From an optimization exercise on the open Yosys and OpenROAD flow, aimed at small area; shortcuts taken in it are not production practice.
In this exercise RTL edits were held to simulation tests only and were not proved equivalent to the original.
Power is estimated from default activity; no workload was simulated.

== nickel ==
==> flow/design.v <==
package inst_queue_pkg;
  localparam int INST_W   = 32;
  localparam int PC_W     = 32;
  localparam int IQ_DEPTH = 16;
  localparam int IQ_PTR_W = 4;
  typedef struct packed {
    logic [PC_W-1:0]   pc;
    logic [INST_W-1:0] inst;
  } iq_entry_t;
  function automatic logic [1:0] req_pops(input logic r_ena_1, input logic r_ena_2);
    req_pops = r_ena_1 ? (r_ena_2 ? 2'd2 : 2'd1) : 2'd0;
  endfunction
endpackage
module inst_queue_ram #(
  parameter int N = 8,
  parameter int W = 64
) (
  input  logic         clk,
  input  logic [N-1:0] we,
  input  logic [N-1:0] hold,    
  input  logic [W-1:0] wdata,
  input  logic [N-1:0] rsel,
  output logic [W-1:0] rdata
);
  logic [N-1:0][W-1:0] mem_q;
  always_ff @(posedge clk) begin
    for (int i = 0; i < N; i++)
      mem_q[i] <= ({W{we[i]}} & wdata) | ({W{hold[i]}} & mem_q[i]);
  end
  always_comb begin
    rdata = '0;
    for (int i = 0; i < N; i++)
      rdata = rdata | ({W{rsel[i]}} & mem_q[i]);
  end
endmodule
module inst_queue #(
  parameter int DEPTH = inst_queue_pkg::IQ_DEPTH,
  parameter int PTR_W = inst_queue_pkg::IQ_PTR_W
) (
  input  logic         clk,
  input  logic         rst,
  input  logic                              flush,
  input  logic                              w_ena_1,
  input  logic                              w_ena_2,
  input  logic [inst_queue_pkg::PC_W-1:0]   w_pc_1,
  input  logic [inst_queue_pkg::PC_W-1:0]   w_pc_2,
  input  logic [inst_queue_pkg::INST_W-1:0] w_inst_1,
  input  logic [inst_queue_pkg::INST_W-1:0] w_inst_2,
  input  logic                              r_ena_1,
  input  logic                              r_ena_2,
  output logic                              q_valid_1,
  output logic                              q_valid_2,
  output logic [inst_queue_pkg::PC_W-1:0]   q_pc_1,
  output logic [inst_queue_pkg::PC_W-1:0]   q_pc_2,
  output logic [inst_queue_pkg::INST_W-1:0] q_inst_1,
  output logic [inst_queue_pkg::INST_W-1:0] q_inst_2,
  output logic                              full,
  output logic                              empty,
  output logic [PTR_W:0]                    count
);
  localparam int W  = inst_queue_pkg::PC_W + inst_queue_pkg::INST_W;
  localparam int NB = DEPTH / 2;
  localparam logic [PTR_W:0] FULL_TH = (PTR_W+1)'(DEPTH - 2);
  logic [PTR_W-1:0] tail_q, tail_d;
  logic [PTR_W-1:0] tailn_q;    
  logic [PTR_W:0]   cnt_q,  cnt_d;
  logic             full_w, accept_w, clr_w;
  logic [1:0]       nw_w, nr_req_w, nr_w;
  assign full_w   = (cnt_q > FULL_TH);
  assign accept_w = ~full_w;
  assign clr_w    = rst | flush;
  assign nw_w     = accept_w ? ({1'b0, w_ena_1} + {1'b0, w_ena_2}) : 2'd0;
  assign nr_req_w = inst_queue_pkg::req_pops(r_ena_1, r_ena_2);
  assign nr_w     = ((PTR_W+1)'(nr_req_w) > cnt_q) ? cnt_q[1:0] : nr_req_w;
  always_comb begin
    tail_d = tail_q + (PTR_W)'(nw_w);
    cnt_d  = cnt_q + (PTR_W+1)'(nw_w) - (PTR_W+1)'(nr_w);
    if (clr_w) begin
      tail_d = '0;
      cnt_d  = '0;
    end
  end
  always_ff @(posedge clk) begin
    tail_q <= tail_d;
    tailn_q <= ~tail_d;
    cnt_q  <= cnt_d;
  end
  logic             we_a, we_b;
  logic [DEPTH-1:0] at_tail, at_tailn, we_w, hold_w;
  logic [NB-1:0]    we_e, we_o, hold_e, hold_o;
  logic [W-1:0]     wdata_e, wdata_o;
  assign we_a    = accept_w & (w_ena_1 | w_ena_2) & ~clr_w;
  assign we_b    = accept_w & w_ena_1 & w_ena_2 & ~clr_w;
  always_comb begin
    for (int p = 0; p < DEPTH; p++) begin
      at_tail[p]  = (tail_q == (PTR_W)'(p));
      at_tailn[p] = (tailn_q == (PTR_W)'(DEPTH-1-p));
    end
    for (int p = 0; p < DEPTH; p++) begin
      we_w[p]   =  ((we_a & at_tail[p])  | (we_b & at_tail[(p+DEPTH-1)%DEPTH]));
      hold_w[p] = ~((we_a & at_tailn[p]) | (we_b & at_tailn[(p+DEPTH-1)%DEPTH]));
    end
    for (int k = 0; k < NB; k++) begin
      we_e[k]   = we_w[2*k];
      we_o[k]   = we_w[2*k+1];
      hold_e[k] = hold_w[2*k];
      hold_o[k] = hold_w[2*k+1];
    end
  end
  assign wdata_e = ~((~tail_q[0] & w_ena_1) ? {w_pc_1, w_inst_1} : {w_pc_2, w_inst_2});
  assign wdata_o = ~(( tail_q[0] & w_ena_1) ? {w_pc_1, w_inst_1} : {w_pc_2, w_inst_2});
  logic             hodd_q, hodd_d;
  logic [NB-1:0]    rsel_e, rsel_o, rsel_e_d, rsel_o_d;
  logic [W-1:0]     rdata_e, rdata_o;
  always_comb begin
    hodd_d   = hodd_q;
    rsel_e_d = rsel_e;
    rsel_o_d = rsel_o;
    if (nr_w == 2'd2) begin
      rsel_e_d = {rsel_e[NB-2:0], rsel_e[NB-1]};
      rsel_o_d = {rsel_o[NB-2:0], rsel_o[NB-1]};
    end else if (nr_w == 2'd1) begin
      hodd_d = ~hodd_q;
      if (hodd_q) rsel_o_d = {rsel_o[NB-2:0], rsel_o[NB-1]};
      else        rsel_e_d = {rsel_e[NB-2:0], rsel_e[NB-1]};
    end
    if (clr_w) begin
      hodd_d   = 1'b0;
      rsel_e_d = (NB)'(1);
      rsel_o_d = (NB)'(1);
    end
  end
  always_ff @(posedge clk) begin
    hodd_q <= hodd_d;
    rsel_e <= rsel_e_d;
    rsel_o <= rsel_o_d;
  end
  inst_queue_ram #(.N(NB), .W(W)) u_bank_e (
    .clk(clk), .we(we_e), .hold(hold_e), .wdata(wdata_e), .rsel(rsel_e), .rdata(rdata_e)
  );
  inst_queue_ram #(.N(NB), .W(W)) u_bank_o (
    .clk(clk), .we(we_o), .hold(hold_o), .wdata(wdata_o), .rsel(rsel_o), .rdata(rdata_o)
  );
  logic sel1_e, sel1_o, sel2_e, sel2_o;
  logic [W-1:0] q1, q2;
  assign q_valid_1 = (cnt_q != '0);
  assign q_valid_2 = (cnt_q > (PTR_W+1)'(1));
  assign sel1_e = q_valid_1 & ~hodd_q;
  assign sel1_o = q_valid_1 &  hodd_q;
  assign sel2_e = q_valid_2 &  hodd_q;
  assign sel2_o = q_valid_2 & ~hodd_q;
  assign q1 = ({W{sel1_e}} & ~rdata_e) | ({W{sel1_o}} & ~rdata_o);
  assign q2 = ({W{sel2_e}} & ~rdata_e) | ({W{sel2_o}} & ~rdata_o);
  assign q_pc_1   = q1[W-1 -: inst_queue_pkg::PC_W];
  assign q_inst_1 = q1[inst_queue_pkg::INST_W-1:0];
  assign q_pc_2   = q2[W-1 -: inst_queue_pkg::PC_W];
  assign q_inst_2 = q2[inst_queue_pkg::INST_W-1:0];
  assign full     = full_w;
  assign empty    = (cnt_q == '0);
  assign count    = cnt_q;
endmodule
module inst_queue_top (
  input  logic        clk,
  input  logic        rst,
  input  logic        flush,
  input  logic        w_ena_1,
  input  logic        w_ena_2,
  input  logic [31:0] w_pc_1,
  input  logic [31:0] w_pc_2,
  input  logic [31:0] w_inst_1,
  input  logic [31:0] w_inst_2,
  input  logic        r_ena_1,
  input  logic        r_ena_2,
  output logic        q_valid_1,
  output logic        q_valid_2,
  output logic [31:0] q_pc_1,
  output logic [31:0] q_pc_2,
  output logic [31:0] q_inst_1,
  output logic [31:0] q_inst_2,
  output logic        full,
  output logic        empty,
  output logic [4:0]  count
);
  inst_queue #(
    .DEPTH (16),
    .PTR_W (4)
  ) u_iq (
    .clk       (clk),
    .rst       (rst),
    .flush     (flush),
    .w_ena_1   (w_ena_1),
    .w_ena_2   (w_ena_2),
    .w_pc_1    (w_pc_1),
    .w_pc_2    (w_pc_2),
    .w_inst_1  (w_inst_1),
    .w_inst_2  (w_inst_2),
    .r_ena_1   (r_ena_1),
    .r_ena_2   (r_ena_2),
    .q_valid_1 (q_valid_1),
    .q_valid_2 (q_valid_2),
    .q_pc_1    (q_pc_1),
    .q_pc_2    (q_pc_2),
    .q_inst_1  (q_inst_1),
    .q_inst_2  (q_inst_2),
    .full      (full),
    .empty     (empty),
    .count     (count)
  );
endmodule
==> flow/config.mk <==
export PLATFORM = sky130hd
export DESIGN_NAME = inst_queue_top
export DESIGN_NICKNAME = inst_queue_top
export VERILOG_FILES = /design/flow/design.v
export SDC_FILE = /design/flow/constraint.sdc
export NUM_CORES = 4
export LEC_CHECK = 0
export CAP_MARGIN = 0
export CORE_MARGIN = 2
export CORE_UTILIZATION = 75
export SLEW_MARGIN = 0
==> flow/constraint.sdc <==
create_clock -name core_clock -period 6.0 [get_ports {clk}]
set_input_delay 1.2000 -clock core_clock [delete_from_list [all_inputs] [get_ports {clk}]]
set_output_delay 1.2000 -clock core_clock [all_outputs]
set_load 0.01 [all_outputs]
standard.sh (not shown) runs the stock make flow with config.mk's settings and CLKGATE_MAP_FILE= SYNTH_SCRIPT=/design/flow/synth_recipe.tcl, a recipe that flattens the netlist after the stock synthesis.
==> flow/flow/run.sh <==
#!/bin/bash
# The standard layout (the standard.sh, standard synthesis unchanged), with two changes:
# port buffers use the smallest buffer cell, and CTS uses smaller clusters of clkbuf_8
# with no dummy loads.
set -euo pipefail
export BUFFER_PORTS_ARGS="-buffer_cell sky130_fd_sc_hd__buf_1"
export CTS_ARGS="-sink_clustering_enable -repair_clock_nets -dont_use_dummy_load -buf_list sky130_fd_sc_hd__clkbuf_8 -sink_clustering_size 14 -sink_clustering_max_diameter 60"
bash standard.sh finish > standard_flow.log 2>&1
--- input diff nickel..zinc ---
- CORE_UTILIZATION: 75 -> 70
==> flow/flow/run.sh <==
#!/bin/bash
# The standard layout (the standard.sh, standard synthesis unchanged), with two changes:
# port buffers use the smallest buffer cell, and CTS uses smaller clusters of clkbuf_8
# with no dummy loads.
set -euo pipefail
export BUFFER_PORTS_ARGS="-buffer_cell sky130_fd_sc_hd__buf_1"
export CTS_ARGS="-sink_clustering_enable -repair_clock_nets -dont_use_dummy_load -buf_list sky130_fd_sc_hd__clkbuf_8 -sink_clustering_size 16 -sink_clustering_max_diameter 60"
bash standard.sh finish > standard_flow.log 2>&1
Results
zinc packs its core more loosely than nickel. Compared nickel against zinc; final area within noise. Between nickel and zinc, the via count of the routed design is lower for zinc.
## Diff of input files: amber against zinc
==> flow/flow/run.sh <==
#!/bin/bash
# The standard layout (the standard.sh, standard synthesis unchanged), with two changes:
# port buffers use the smallest buffer cell, and CTS uses smaller clusters of clkbuf_8
# with no dummy loads.
set -euo pipefail
export BUFFER_PORTS_ARGS="-buffer_cell sky130_fd_sc_hd__buf_1"
export CTS_ARGS="-sink_clustering_enable -repair_clock_nets -dont_use_dummy_load -buf_list sky130_fd_sc_hd__clkbuf_8 -sink_clustering_size 18 -sink_clustering_max_diameter 60"
bash standard.sh finish > standard_flow.log 2>&1
--- outcome ---
zinc -> amber: net switching power flat
amber: total power 0.43% below zinc
amber: all stages complete, timing, DRC and antenna checks passed
Total wirelength of the detailed-routed design: amber vs zinc, no meaningful difference
There was hardly any difference in first-pass GRT wire length between amber and zinc.
The following lists how maple was set up differently from amber:
==> flow/flow/run.sh <==
#!/bin/bash
# The standard layout (the standard.sh, standard synthesis unchanged), with two changes:
# port buffers use the smallest buffer cell, and CTS uses smaller clusters of clkbuf_8
# with no dummy loads.
set -euo pipefail
export BUFFER_PORTS_ARGS="-buffer_cell sky130_fd_sc_hd__buf_1"
export CTS_ARGS="-sink_clustering_enable -repair_clock_nets -dont_use_dummy_load -buf_list sky130_fd_sc_hd__clkbuf_8 -sink_clustering_size 14 -sink_clustering_max_diameter 60"
bash standard.sh finish > standard_flow.log 2>&1
Results
- maple: relative area change from synthesis to final layout is 0.56 points higher than what amber reported.
- In maple, the cell count came out 0.39% above the value in amber.
- maple vs amber — worst hold slack dropped 3.7 ps.
- Delta (maple minus amber): combinational share of power shows a reduction of 0.6 points, total wire length after detailed routing rose 510 microns.
- Between amber and maple, design area increased.
- Changes observed in maple relative to amber: core utilization went up; total number of vias went up; setup slack of the critical path after layout did not really move.

* * *

Setup of run 1:
inst_queue_top, a different RTL version from the one above (not shown whole).
Size in the first run: about 2300 cells after synthesis, ~1100 flip-flops, roughly 40000 um2 of cells after synthesis.
clock: 6.0 ns
lec_check: 0
cap_margin: 20
core_margin: 2
core_utilization: 40
slew_margin: 20
run.sh (not shown) runs the stock make flow with config.mk's settings and CLKGATE_MAP_FILE= SYNTH_SCRIPT=/design/flow/synth_recipe.tcl, a recipe that flattens the netlist after the stock synthesis.
Stock flow here: none of the scripts above is used.
Run 1 closes out successfully: all stages finished, all timing, DRC and antenna checks passed.
#### Input delta (run 2 over run 1)
==> flow/flow/run.sh (new file) <==
#!/bin/bash
# The standard layout (the standard.sh, standard synthesis unchanged), with two changes:
# port buffers use the smallest buffer cell, and CTS inserts no dummy loads.
set -euo pipefail
export BUFFER_PORTS_ARGS="-buffer_cell sky130_fd_sc_hd__buf_1"
export CTS_ARGS="-sink_clustering_enable -repair_clock_nets -dont_use_dummy_load -buf_list sky130_fd_sc_hd__clkbuf_16 -sink_clustering_size 25 -sink_clustering_max_diameter 100"
bash standard.sh finish > standard_flow.log 2>&1
==> flow/standard.sh (new file) <==
#!/bin/bash
# synth_recipe.tcl (not shown) runs the flow's synth.tcl, then flattens the netlist and writes it again
# the make line also repeats each setting of config.mk as NAME=value (left out here)
make -C /OpenROAD-flow-scripts/flow DESIGN_CONFIG=/design/flow/config.mk WORK_HOME=/design/flow/orfs CLKGATE_MAP_FILE= SYNTH_SCRIPT=/design/flow/synth_recipe.tcl "${@:-finish}"
--- a/flow/config.mk
+++ b/flow/config.mk
@@ -6,6 +6,9 @@
 export NUM_CORES = 4
 export LEC_CHECK = 0
-export CAP_MARGIN = 20
+export CAP_MARGIN = 0
 export CORE_MARGIN = 2
-export CORE_UTILIZATION = 40
-export SLEW_MARGIN = 20
+export CORE_UTILIZATION = 60
+export CTS_BUF_LIST = sky130_fd_sc_hd__clkbuf_16
+export CTS_CLUSTER_DIAMETER = 100
+export CTS_CLUSTER_SIZE = 25
+export SLEW_MARGIN = 0
removed: flow/run.sh
## What came out
- Run 2 finished end to end and its layout was clean on timing, DRC and antenna.
- Against run 1, run 2 comes in 436 lower on cell count after placement.
- Relative to run 1, the sum of internal, switching and leakage power of run 2 is lower by about 19%.
- Taking run 1 over run 2, the total number of placement rows ratio works out to 1.2.
- As of run 2, die area had fallen by more than a quarter compared to run 1.
- In terms of post-CTS resize count, run 1 and run 2 differ only marginally.
- | finished layout cell area | lower: run 2 |
- The layout buffer count excluding clock buffers number comes out lower for run 2 vs run 1.
- Run 1 → run 2: post-placement setup slack rose by 0.43 ns; synthesized area stayed essentially flat.
- Diff run 2 and run 1: clock period minus worst slack higher in run 1
> inputs changed (run 2 -> run 3)
==> flow/run.sh (new file) <==
#!/bin/bash
# synth_recipe.tcl (not shown) runs the flow's synth.tcl, then flattens the netlist and writes it again
# the make line also repeats each setting of config.mk as NAME=value (left out here)
make -C /OpenROAD-flow-scripts/flow DESIGN_CONFIG=/design/flow/config.mk WORK_HOME=/design/flow/orfs CLKGATE_MAP_FILE= SYNTH_SCRIPT=/design/flow/synth_recipe.tcl finish
removed: flow/flow/run.sh
removed: flow/standard.sh
[summary]
Compared with run 2, run 3 shows a lower global-route wire length before repair. Run 2 and run 3 ended up with roughly the same total instance count after detailed placement. Comparing sequential share of layout area for run 2 and run 3, the smaller number came from run 3. Combinational group share of total power sits higher in run 3 than in run 2. Run 2 and run 3 ended up with roughly the same overall routed net length. Run 3 vs. run 2: fraction of final layout cells sized beyond drive strength 1 shows no meaningful change, sequential share of power shows a reduction of 2.9 points, final standard cell area without fillers shows an increase of 1800 um2. Detailed-routing wirelength on met1 ended up about 3.2% lower on run 3 than on run 2.

afterwards: timing with drivers on the ports:
No port has a modelled driver above. Below, the same layouts with a new extraction and two added sets of constraints.
Step 1, drivers: a clkbuf_16 drives clk and a buf_2 each remaining input, both assumed.
Step 2 also shifts input and output timing later by t, the mid clock arrival at the registers, as if the neighbouring blocks saw the same clock.
a / b / c = ideal / step 1 / step 2; a / b = the first two.
run | t, ns | slack for setup (ns) | hold WS [ns]
nickel | 0.776 | 1.029 / 0.961 / 1.409 | 0.488 / 0.488 / 0.488
zinc | 0.748 | 1.091 / 1.027 / 1.603 | 0.489 / 0.489 / 0.489
amber | 0.760 | 1.126 / 1.062 / 1.585 | 0.490 / 0.490 / 0.490
maple | 0.758 | 1.128 / 1.067 / 1.591 | 0.486 / 0.486 / 0.486
run 1 | 0.710 | 0.997 / 0.931 / 1.392 | 0.707 / 0.707 / 0.707
run 2 | 0.672 | 1.379 / 1.311 / 1.816 | 0.475 / 0.475 / 0.475
run 3 | 0.685 | 1.150 / 1.081 / 1.349 | 0.591 / 0.591 / 0.591
After both steps every run listed still meets setup and hold.
